From an optimization exercise on the open Yosys and OpenROAD flow, aimed at small area, a short achievable clock period and few clock cycles per item; shortcuts taken in it are not production practice. Where RTL was checked, it was by simulation tests only, not by an equivalence proof against the original.

==> inputs of quartz <==
## sparse_top
module sparse_top #(
  parameter int LANES     = sparse_cfg_pkg::LANES_DEF,
  parameter int DATA_W    = sparse_cfg_pkg::DATA_W_DEF,
  parameter int ACC_W     = sparse_cfg_pkg::ACC_W_DEF,
  parameter int OUT_SHIFT = sparse_cfg_pkg::SHIFT_DEF
) (
  input  logic                    clk,
  input  logic                    rst_n,
  input  logic [LANES*DATA_W-1:0] weights_in,
  input  logic                    weights_valid,
  output logic                    weights_ready,
  input  logic [LANES*DATA_W-1:0] act_packed,
  input  logic [LANES-1:0]        act_mask,
  input  logic                    act_last,
  input  logic                    act_valid,
  output logic                    act_ready,
  output logic [LANES*DATA_W-1:0] out_packed,
  output logic [LANES-1:0]        out_mask,
  output logic                    out_valid,
  input  logic                    out_ready
);
  logic [LANES*DATA_W-1:0] lanes_d;
  logic [LANES*ACC_W-1:0]  acc_lanes;
  logic accept, weight_load, s1_en, acc_en, acc_clr, out_load;
  flow_controller controller (
    .clk(clk), .rst_n(rst_n),
  ...
==> flow/config.mk <==
export PLATFORM = sky130hd
export DESIGN_NAME = sparse_top
export DESIGN_NICKNAME = sparse_top
export VERILOG_FILES = /design/flow/design.v
export SDC_FILE = /design/flow/constraint.sdc
export NUM_CORES = 4
export LEC_CHECK = 0
export ABC_AREA = 1
export CAP_MARGIN = 20
export CORE_MARGIN = 2
export CORE_UTILIZATION = 40
export SETUP_SLACK_MARGIN = 4
export SLEW_MARGIN = 20
==> flow/constraint.sdc <==
create_clock -name core_clock -period 7.0 [get_ports {clk}]
set_input_delay 1.4000 -clock core_clock [delete_from_list [all_inputs] [get_ports {clk}]]
set_output_delay 1.4000 -clock core_clock [all_outputs]
set_load 0.01 [all_outputs]
run.sh (not shown) runs the stock make flow with config.mk's settings and CLKGATE_MAP_FILE= SYNTH_SCRIPT=/design/flow/synth_recipe.tcl, a recipe that flattens the netlist after the stock synthesis.
==> inputs of garnet, as changes to quartz <==
--- a/flow/config.mk
+++ b/flow/config.mk
@@ -7,3 +7,2 @@
 export LEC_CHECK = 0
-export ABC_AREA = 1
 export CAP_MARGIN = 20
==> qor summary <==
|  | quartz | garnet |
|---|---|---|
| Simple-gate area share of the yosys netlist | 13.63% | 12.14% |
| Non-Filler Instances | 3647 | 3620 |
| Buffer count excluding the clock tree in the final layout | 218 | 358 |
| Post-route minimum period | 3380 ps | 3633 ps |
| Synth Net Count | 3038 | 2923 |
| Run status | no timing/DRC/antenna violations | no timing/DRC/antenna violations |
| Maximum number of pins on one net before global-route repair | 80 | 63 |
| Final WL | 57260 um | 64450 um |
| Number of buffers inserted during clock tree synthesis | 41 | 39 |
| Synthesized instance count | 2610 | 2495 |
No functional check of the RTL was part of any run of this note.

* * *

==> trial 15 <==
sparse_top, a different RTL version from the one above (not shown whole).
==> module mac_lanes, before the edit <==
module mac_lanes #(
  parameter int LANES  = 4,
  parameter int DATA_W = 8,
  parameter int ACC_W  = 24
) (
  input  logic                    clk,
  input  logic [LANES*DATA_W-1:0] lanes_d,
  input  logic                    accept,
  input  logic                    weight_load,
  input  logic [LANES*DATA_W-1:0] weight_word,
  input  logic                    s1_en,
  input  logic                    acc_en,
  input  logic                    acc_clr,
  output logic [LANES*ACC_W-1:0]  acc_lanes
);
  localparam int NL = 2;
  logic [LANES*DATA_W-1:0] weight_q;
  logic [LANES*DATA_W-1:0] act_q;
  logic [NL-1:0]           lo_d  [LANES];
  logic [16:NL]            hs_d  [LANES];
  logic [16:NL]            hc_d  [LANES];
  logic [NL-1:0]           q_lo  [LANES];
  logic [16:NL]            q_hs  [LANES];
  logic [16:NL]            q_hc  [LANES];
  logic [ACC_W-1:0]        acc_q   [LANES];
  logic [ACC_W-1:0]        acc_sum [LANES];
  for (genvar i = 0; i < LANES; i++) begin : g_lane
    mul_tree mul (
      .a(act_q[i*DATA_W +: DATA_W]), .w(weight_q[i*DATA_W +: DATA_W]),
      .lo(lo_d[i]), .hi_s(hs_d[i]), .hi_c(hc_d[i])
    );
    acc_add add (
      .en(acc_en), .acc_in(acc_clr ? '0 : acc_q[i]),
      .lo(q_lo[i]), .hi_s(q_hs[i]), .hi_c(q_hc[i]), .sum(acc_sum[i])
    );
    assign acc_lanes[i*ACC_W +: ACC_W] = acc_q[i];
  end
  always_ff @(posedge clk) begin
    if (weight_load) begin
      weight_q <= weight_word;
    end
    if (accept) begin
      act_q <= lanes_d;
    end
    if (s1_en) begin
      for (int i = 0; i < LANES; i++) begin
        q_lo[i] <= lo_d[i];
        q_hs[i] <= hs_d[i];
        q_hc[i] <= hc_d[i];
      end
    end
    for (int i = 0; i < LANES; i++) begin
      acc_q[i] <= acc_sum[i];
    end
  end
endmodule
==> module acc_add, before the edit <==
module acc_add (
  input  logic        en,
  input  logic [23:0] acc_in,
  input  logic [1:0]  lo,
  input  logic [16:2] hi_s,
  input  logic [16:2] hi_c,
  output logic [23:0] sum
);
  logic s1;
  logic c2;
  logic s3;
  logic c4;
  logic s5;
  logic c6;
  logic s7;
  logic c8;
  logic s9;
  logic c10;
  logic s11;
  logic c12;
  logic s13;
  logic c14;
  logic s15;
  logic c16;
  logic s17;
  logic c18;
  logic s19;
  logic c20;
  logic s21;
  logic c22;
  logic s23;
  logic c24;
  logic s25;
  logic c26;
  logic s27;
  logic c28;
  logic s29;
  logic c30;
  logic [23:0] row_a, row_b;
  logic [7:0]  hi_dec;
  logic [1:0]  glo;
  logic [16:2] ghs, ghc;
  assign glo = lo & {2{en}};
  assign ghs = hi_s & {15{en}};
  assign ghc = hi_c & {15{en}};
  assign hi_dec = acc_in[23:16] - {7'd0, en};
  assign s1 = acc_in[2] ^ ghs[2];
  assign c2 = acc_in[2] & ghs[2];
  assign s3 = acc_in[3] ^ ghs[3] ^ ghc[3];
  assign c4 = (acc_in[3] & ghs[3]) | (acc_in[3] & ghc[3]) | (ghs[3] & ghc[3]);
  assign s5 = acc_in[4] ^ ghs[4] ^ ghc[4];
  assign c6 = (acc_in[4] & ghs[4]) | (acc_in[4] & ghc[4]) | (ghs[4] & ghc[4]);
  assign s7 = acc_in[5] ^ ghs[5] ^ ghc[5];
  assign c8 = (acc_in[5] & ghs[5]) | (acc_in[5] & ghc[5]) | (ghs[5] & ghc[5]);
  assign s9 = acc_in[6] ^ ghs[6] ^ ghc[6];
  assign c10 = (acc_in[6] & ghs[6]) | (acc_in[6] & ghc[6]) | (ghs[6] & ghc[6]);
  assign s11 = acc_in[7] ^ ghs[7] ^ ghc[7];
  assign c12 = (acc_in[7] & ghs[7]) | (acc_in[7] & ghc[7]) | (ghs[7] & ghc[7]);
  assign s13 = acc_in[8] ^ ghs[8] ^ ghc[8];
  assign c14 = (acc_in[8] & ghs[8]) | (acc_in[8] & ghc[8]) | (ghs[8] & ghc[8]);
  assign s15 = acc_in[9] ^ ghs[9] ^ ghc[9];
  assign c16 = (acc_in[9] & ghs[9]) | (acc_in[9] & ghc[9]) | (ghs[9] & ghc[9]);
  assign s17 = acc_in[10] ^ ghs[10] ^ ghc[10];
  assign c18 = (acc_in[10] & ghs[10]) | (acc_in[10] & ghc[10]) | (ghs[10] & ghc[10]);
  assign s19 = acc_in[11] ^ ghs[11] ^ ghc[11];
  assign c20 = (acc_in[11] & ghs[11]) | (acc_in[11] & ghc[11]) | (ghs[11] & ghc[11]);
  assign s21 = acc_in[12] ^ ghs[12] ^ ghc[12];
  assign c22 = (acc_in[12] & ghs[12]) | (acc_in[12] & ghc[12]) | (ghs[12] & ghc[12]);
  assign s23 = acc_in[13] ^ ghs[13] ^ ghc[13];
  assign c24 = (acc_in[13] & ghs[13]) | (acc_in[13] & ghc[13]) | (ghs[13] & ghc[13]);
  assign s25 = acc_in[14] ^ ghs[14] ^ ghc[14];
  assign c26 = (acc_in[14] & ghs[14]) | (acc_in[14] & ghc[14]) | (ghs[14] & ghc[14]);
  assign s27 = acc_in[15] ^ ghs[15] ^ ghc[15];
  assign c28 = (acc_in[15] & ghs[15]) | (acc_in[15] & ghc[15]) | (ghs[15] & ghc[15]);
  assign s29 = hi_dec[0] ^ ghs[16] ^ ghc[16];
  assign c30 = (hi_dec[0] & ghs[16]) | (hi_dec[0] & ghc[16]) | (ghs[16] & ghc[16]);
  assign row_a = {hi_dec[7], hi_dec[6], hi_dec[5], hi_dec[4], hi_dec[3], hi_dec[2], hi_dec[1], c28, c26, c24, c22, c20, c18, c16, c14, c12, c10, c8, c6, c4, c2, ghc[2], acc_in[1], acc_in[0]};
  assign row_b = {1'b0, 1'b0, 1'b0, 1'b0, 1'b0, 1'b0, c30, s29, s27, s25, s23, s21, s19, s17, s15, s13, s11, s9, s7, s5, s3, s1, glo[1], glo[0]};
  assign sum = row_a + row_b;
endmodule
make LEC_CHECK=0 ABC_AREA=1 CAP_MARGIN=20 CORE_MARGIN=2 CORE_UTILIZATION=50 CTS_CLUSTER_DIAMETER=250 CTS_CLUSTER_SIZE=25 SETUP_SLACK_MARGIN=3.8 SLEW_MARGIN=20 finish   # period 7.0 ns
==> inputs of build 86, as changes to trial 15 <==
CORE_UTILIZATION = 40   (was 50)
SETUP_SLACK_MARGIN = 4   (was 3.8)
==> inputs of trial 48, as changes to trial 15 <==
--- a/flow/design.v
+++ b/flow/design.v
@@ -76,3 +76,3 @@
     acc_add add (
-      .en(acc_en), .acc_in(acc_clr ? '0 : acc_q[i]),
+      .acc_in(acc_clr ? '0 : acc_q[i]),
       .lo(q_lo[i]), .hi_s(q_hs[i]), .hi_c(q_hc[i]), .sum(acc_sum[i])
@@ -95,4 +95,6 @@
     end
-    for (int i = 0; i < LANES; i++) begin
-      acc_q[i] <= acc_sum[i];
+    if (acc_en) begin
+      for (int i = 0; i < LANES; i++) begin
+        acc_q[i] <= acc_sum[i];
+      end
     end
@@ -344,3 +346,2 @@
 module acc_add (
-  input  logic        en,
   input  logic [23:0] acc_in,
@@ -383,40 +384,35 @@
   logic [7:0]  hi_dec;
-  logic [1:0]  glo;
-  logic [16:2] ghs, ghc;
-  assign glo = lo & {2{en}};
-  assign ghs = hi_s & {15{en}};
-  assign ghc = hi_c & {15{en}};
-  assign hi_dec = acc_in[23:16] - {7'd0, en};
-  assign s1 = acc_in[2] ^ ghs[2];
-  assign c2 = acc_in[2] & ghs[2];
-  assign s3 = acc_in[3] ^ ghs[3] ^ ghc[3];
-  assign c4 = (acc_in[3] & ghs[3]) | (acc_in[3] & ghc[3]) | (ghs[3] & ghc[3]);
-  assign s5 = acc_in[4] ^ ghs[4] ^ ghc[4];
-  assign c6 = (acc_in[4] & ghs[4]) | (acc_in[4] & ghc[4]) | (ghs[4] & ghc[4]);
-  assign s7 = acc_in[5] ^ ghs[5] ^ ghc[5];
-  assign c8 = (acc_in[5] & ghs[5]) | (acc_in[5] & ghc[5]) | (ghs[5] & ghc[5]);
-  assign s9 = acc_in[6] ^ ghs[6] ^ ghc[6];
-  assign c10 = (acc_in[6] & ghs[6]) | (acc_in[6] & ghc[6]) | (ghs[6] & ghc[6]);
-  assign s11 = acc_in[7] ^ ghs[7] ^ ghc[7];
-  assign c12 = (acc_in[7] & ghs[7]) | (acc_in[7] & ghc[7]) | (ghs[7] & ghc[7]);
-  assign s13 = acc_in[8] ^ ghs[8] ^ ghc[8];
-  assign c14 = (acc_in[8] & ghs[8]) | (acc_in[8] & ghc[8]) | (ghs[8] & ghc[8]);
-  assign s15 = acc_in[9] ^ ghs[9] ^ ghc[9];
-  assign c16 = (acc_in[9] & ghs[9]) | (acc_in[9] & ghc[9]) | (ghs[9] & ghc[9]);
-  assign s17 = acc_in[10] ^ ghs[10] ^ ghc[10];
-  assign c18 = (acc_in[10] & ghs[10]) | (acc_in[10] & ghc[10]) | (ghs[10] & ghc[10]);
-  assign s19 = acc_in[11] ^ ghs[11] ^ ghc[11];
-  assign c20 = (acc_in[11] & ghs[11]) | (acc_in[11] & ghc[11]) | (ghs[11] & ghc[11]);
-  assign s21 = acc_in[12] ^ ghs[12] ^ ghc[12];
-  assign c22 = (acc_in[12] & ghs[12]) | (acc_in[12] & ghc[12]) | (ghs[12] & ghc[12]);
-  assign s23 = acc_in[13] ^ ghs[13] ^ ghc[13];
-  assign c24 = (acc_in[13] & ghs[13]) | (acc_in[13] & ghc[13]) | (ghs[13] & ghc[13]);
-  assign s25 = acc_in[14] ^ ghs[14] ^ ghc[14];
-  assign c26 = (acc_in[14] & ghs[14]) | (acc_in[14] & ghc[14]) | (ghs[14] & ghc[14]);
-  assign s27 = acc_in[15] ^ ghs[15] ^ ghc[15];
-  assign c28 = (acc_in[15] & ghs[15]) | (acc_in[15] & ghc[15]) | (ghs[15] & ghc[15]);
-  assign s29 = hi_dec[0] ^ ghs[16] ^ ghc[16];
-  assign c30 = (hi_dec[0] & ghs[16]) | (hi_dec[0] & ghc[16]) | (ghs[16] & ghc[16]);
-  assign row_a = {hi_dec[7], hi_dec[6], hi_dec[5], hi_dec[4], hi_dec[3], hi_dec[2], hi_dec[1], c28, c26, c24, c22, c20, c18, c16, c14, c12, c10, c8, c6, c4, c2, ghc[2], acc_in[1], acc_in[0]};
-  assign row_b = {1'b0, 1'b0, 1'b0, 1'b0, 1'b0, 1'b0, c30, s29, s27, s25, s23, s21, s19, s17, s15, s13, s11, s9, s7, s5, s3, s1, glo[1], glo[0]};
+  assign hi_dec = acc_in[23:16] - 8'd1;
+  assign s1 = acc_in[2] ^ hi_s[2];
+  assign c2 = acc_in[2] & hi_s[2];
+  assign s3 = acc_in[3] ^ hi_s[3] ^ hi_c[3];
+  assign c4 = (acc_in[3] & hi_s[3]) | (acc_in[3] & hi_c[3]) | (hi_s[3] & hi_c[3]);
+  assign s5 = acc_in[4] ^ hi_s[4] ^ hi_c[4];
+  assign c6 = (acc_in[4] & hi_s[4]) | (acc_in[4] & hi_c[4]) | (hi_s[4] & hi_c[4]);
+  assign s7 = acc_in[5] ^ hi_s[5] ^ hi_c[5];
+  assign c8 = (acc_in[5] & hi_s[5]) | (acc_in[5] & hi_c[5]) | (hi_s[5] & hi_c[5]);
+  assign s9 = acc_in[6] ^ hi_s[6] ^ hi_c[6];
+  assign c10 = (acc_in[6] & hi_s[6]) | (acc_in[6] & hi_c[6]) | (hi_s[6] & hi_c[6]);
+  assign s11 = acc_in[7] ^ hi_s[7] ^ hi_c[7];
+  assign c12 = (acc_in[7] & hi_s[7]) | (acc_in[7] & hi_c[7]) | (hi_s[7] & hi_c[7]);
+  assign s13 = acc_in[8] ^ hi_s[8] ^ hi_c[8];
+  assign c14 = (acc_in[8] & hi_s[8]) | (acc_in[8] & hi_c[8]) | (hi_s[8] & hi_c[8]);
+  assign s15 = acc_in[9] ^ hi_s[9] ^ hi_c[9];
+  assign c16 = (acc_in[9] & hi_s[9]) | (acc_in[9] & hi_c[9]) | (hi_s[9] & hi_c[9]);
+  assign s17 = acc_in[10] ^ hi_s[10] ^ hi_c[10];
+  assign c18 = (acc_in[10] & hi_s[10]) | (acc_in[10] & hi_c[10]) | (hi_s[10] & hi_c[10]);
+  assign s19 = acc_in[11] ^ hi_s[11] ^ hi_c[11];
+  assign c20 = (acc_in[11] & hi_s[11]) | (acc_in[11] & hi_c[11]) | (hi_s[11] & hi_c[11]);
+  assign s21 = acc_in[12] ^ hi_s[12] ^ hi_c[12];
+  assign c22 = (acc_in[12] & hi_s[12]) | (acc_in[12] & hi_c[12]) | (hi_s[12] & hi_c[12]);
+  assign s23 = acc_in[13] ^ hi_s[13] ^ hi_c[13];
+  assign c24 = (acc_in[13] & hi_s[13]) | (acc_in[13] & hi_c[13]) | (hi_s[13] & hi_c[13]);
+  assign s25 = acc_in[14] ^ hi_s[14] ^ hi_c[14];
+  assign c26 = (acc_in[14] & hi_s[14]) | (acc_in[14] & hi_c[14]) | (hi_s[14] & hi_c[14]);
+  assign s27 = acc_in[15] ^ hi_s[15] ^ hi_c[15];
+  assign c28 = (acc_in[15] & hi_s[15]) | (acc_in[15] & hi_c[15]) | (hi_s[15] & hi_c[15]);
+  assign s29 = hi_dec[0] ^ hi_s[16] ^ hi_c[16];
+  assign c30 = (hi_dec[0] & hi_s[16]) | (hi_dec[0] & hi_c[16]) | (hi_s[16] & hi_c[16]);
+  assign row_a = {hi_dec[7], hi_dec[6], hi_dec[5], hi_dec[4], hi_dec[3], hi_dec[2], hi_dec[1], c28, c26, c24, c22, c20, c18, c16, c14, c12, c10, c8, c6, c4, c2, hi_c[2], acc_in[1], acc_in[0]};
+  assign row_b = {1'b0, 1'b0, 1'b0, 1'b0, 1'b0, 1'b0, c30, s29, s27, s25, s23, s21, s19, s17, s15, s13, s11, s9, s7, s5, s3, s1, lo[1], lo[0]};
   assign sum = row_a + row_b;
ABC_AREA = default   (was 1)
CORE_UTILIZATION = 40   (was 50)
CTS_CLUSTER_DIAMETER = default   (was 250)
CTS_CLUSTER_SIZE = default   (was 25)
SETUP_SLACK_MARGIN = 4   (was 3.8)
==> inputs of build 47, as changes to trial 15 <==
PLACE_DENSITY = 0.75   (was default)
SETUP_SLACK_MARGIN = 4   (was 3.8)
==> summary of the runs <==
Critical path depth, lowest first: build 47, trial 15, trial 48, build 86. Trial 48 ran to the end with no violations. Build 86 ran to the end with no violations. Build 47 produced a clean layout. Trial 15 produced a clean layout. Of build 47 and trial 15, build 47 has the higher worst setup slack (gap 0.15 ns). In trial 15 the synthesized cell count is higher than in trial 48, by 5.0%.
Testbench counts of trial 15, summed over its fixed seeds: cycles 11,168, groups 2,400.
Testbench counts of build 86, summed over its fixed seeds: cycles 11,168, groups 2,400.
Testbench counts of trial 48, summed over its fixed seeds: cycles 11,168, groups 2,400.
Testbench counts of build 47, summed over its fixed seeds: cycles 11,168, groups 2,400.

## afterwards: timing with drivers on the ports
The results above use ideal ports. As a check the final layouts listed here were re-extracted and re-timed, cells and wires unchanged. Step 1: set_driving_cell puts a clkbuf_16 on clk and a buf_2 on each other input, an assumption about the parent block. Step 2 adds t to the input delays and takes it off the output delays; t is the mean of the earliest and latest rising clock arrival at the registers after step 1. Input paths then give back, and output paths get back, about the clock's delay inside the block. Three values: ideal, step 1, step 2; two values: the first two.
| run | shift t [ns] | slack for setup (ns) | latest minus earliest clock arrival (ns) | slew at the worst register clock pin (ns) |
|---|---|---|---|---|
| quartz | 0.608 | 3.620 / 3.620 / 3.566 | 0.020 / 0.020 | 0.06 / 0.06 |
| garnet | 0.612 | 3.367 / 3.367 / 3.367 | 0.030 / 0.030 | 0.07 / 0.07 |
| trial 15 | 0.579 | 3.919 / 3.924 / 3.370 | 0.030 / 0.030 | 0.11 / 0.11 |
| build 86 | 0.595 | 4.079 / 4.032 / 3.589 | 0.035 / 0.035 | 0.12 / 0.12 |
| trial 48 | 0.617 | 3.380 / 3.380 / 3.380 | 0.016 / 0.016 | 0.06 / 0.06 |
| build 47 | 0.577 | 4.065 / 4.037 / 3.624 | 0.030 / 0.030 | 0.11 / 0.11 |
After both steps setup and hold are still met in every run listed. The setup slack of trial 15, which loses most, moves by +0.005 ns with the drivers and by -0.549 ns with both steps.
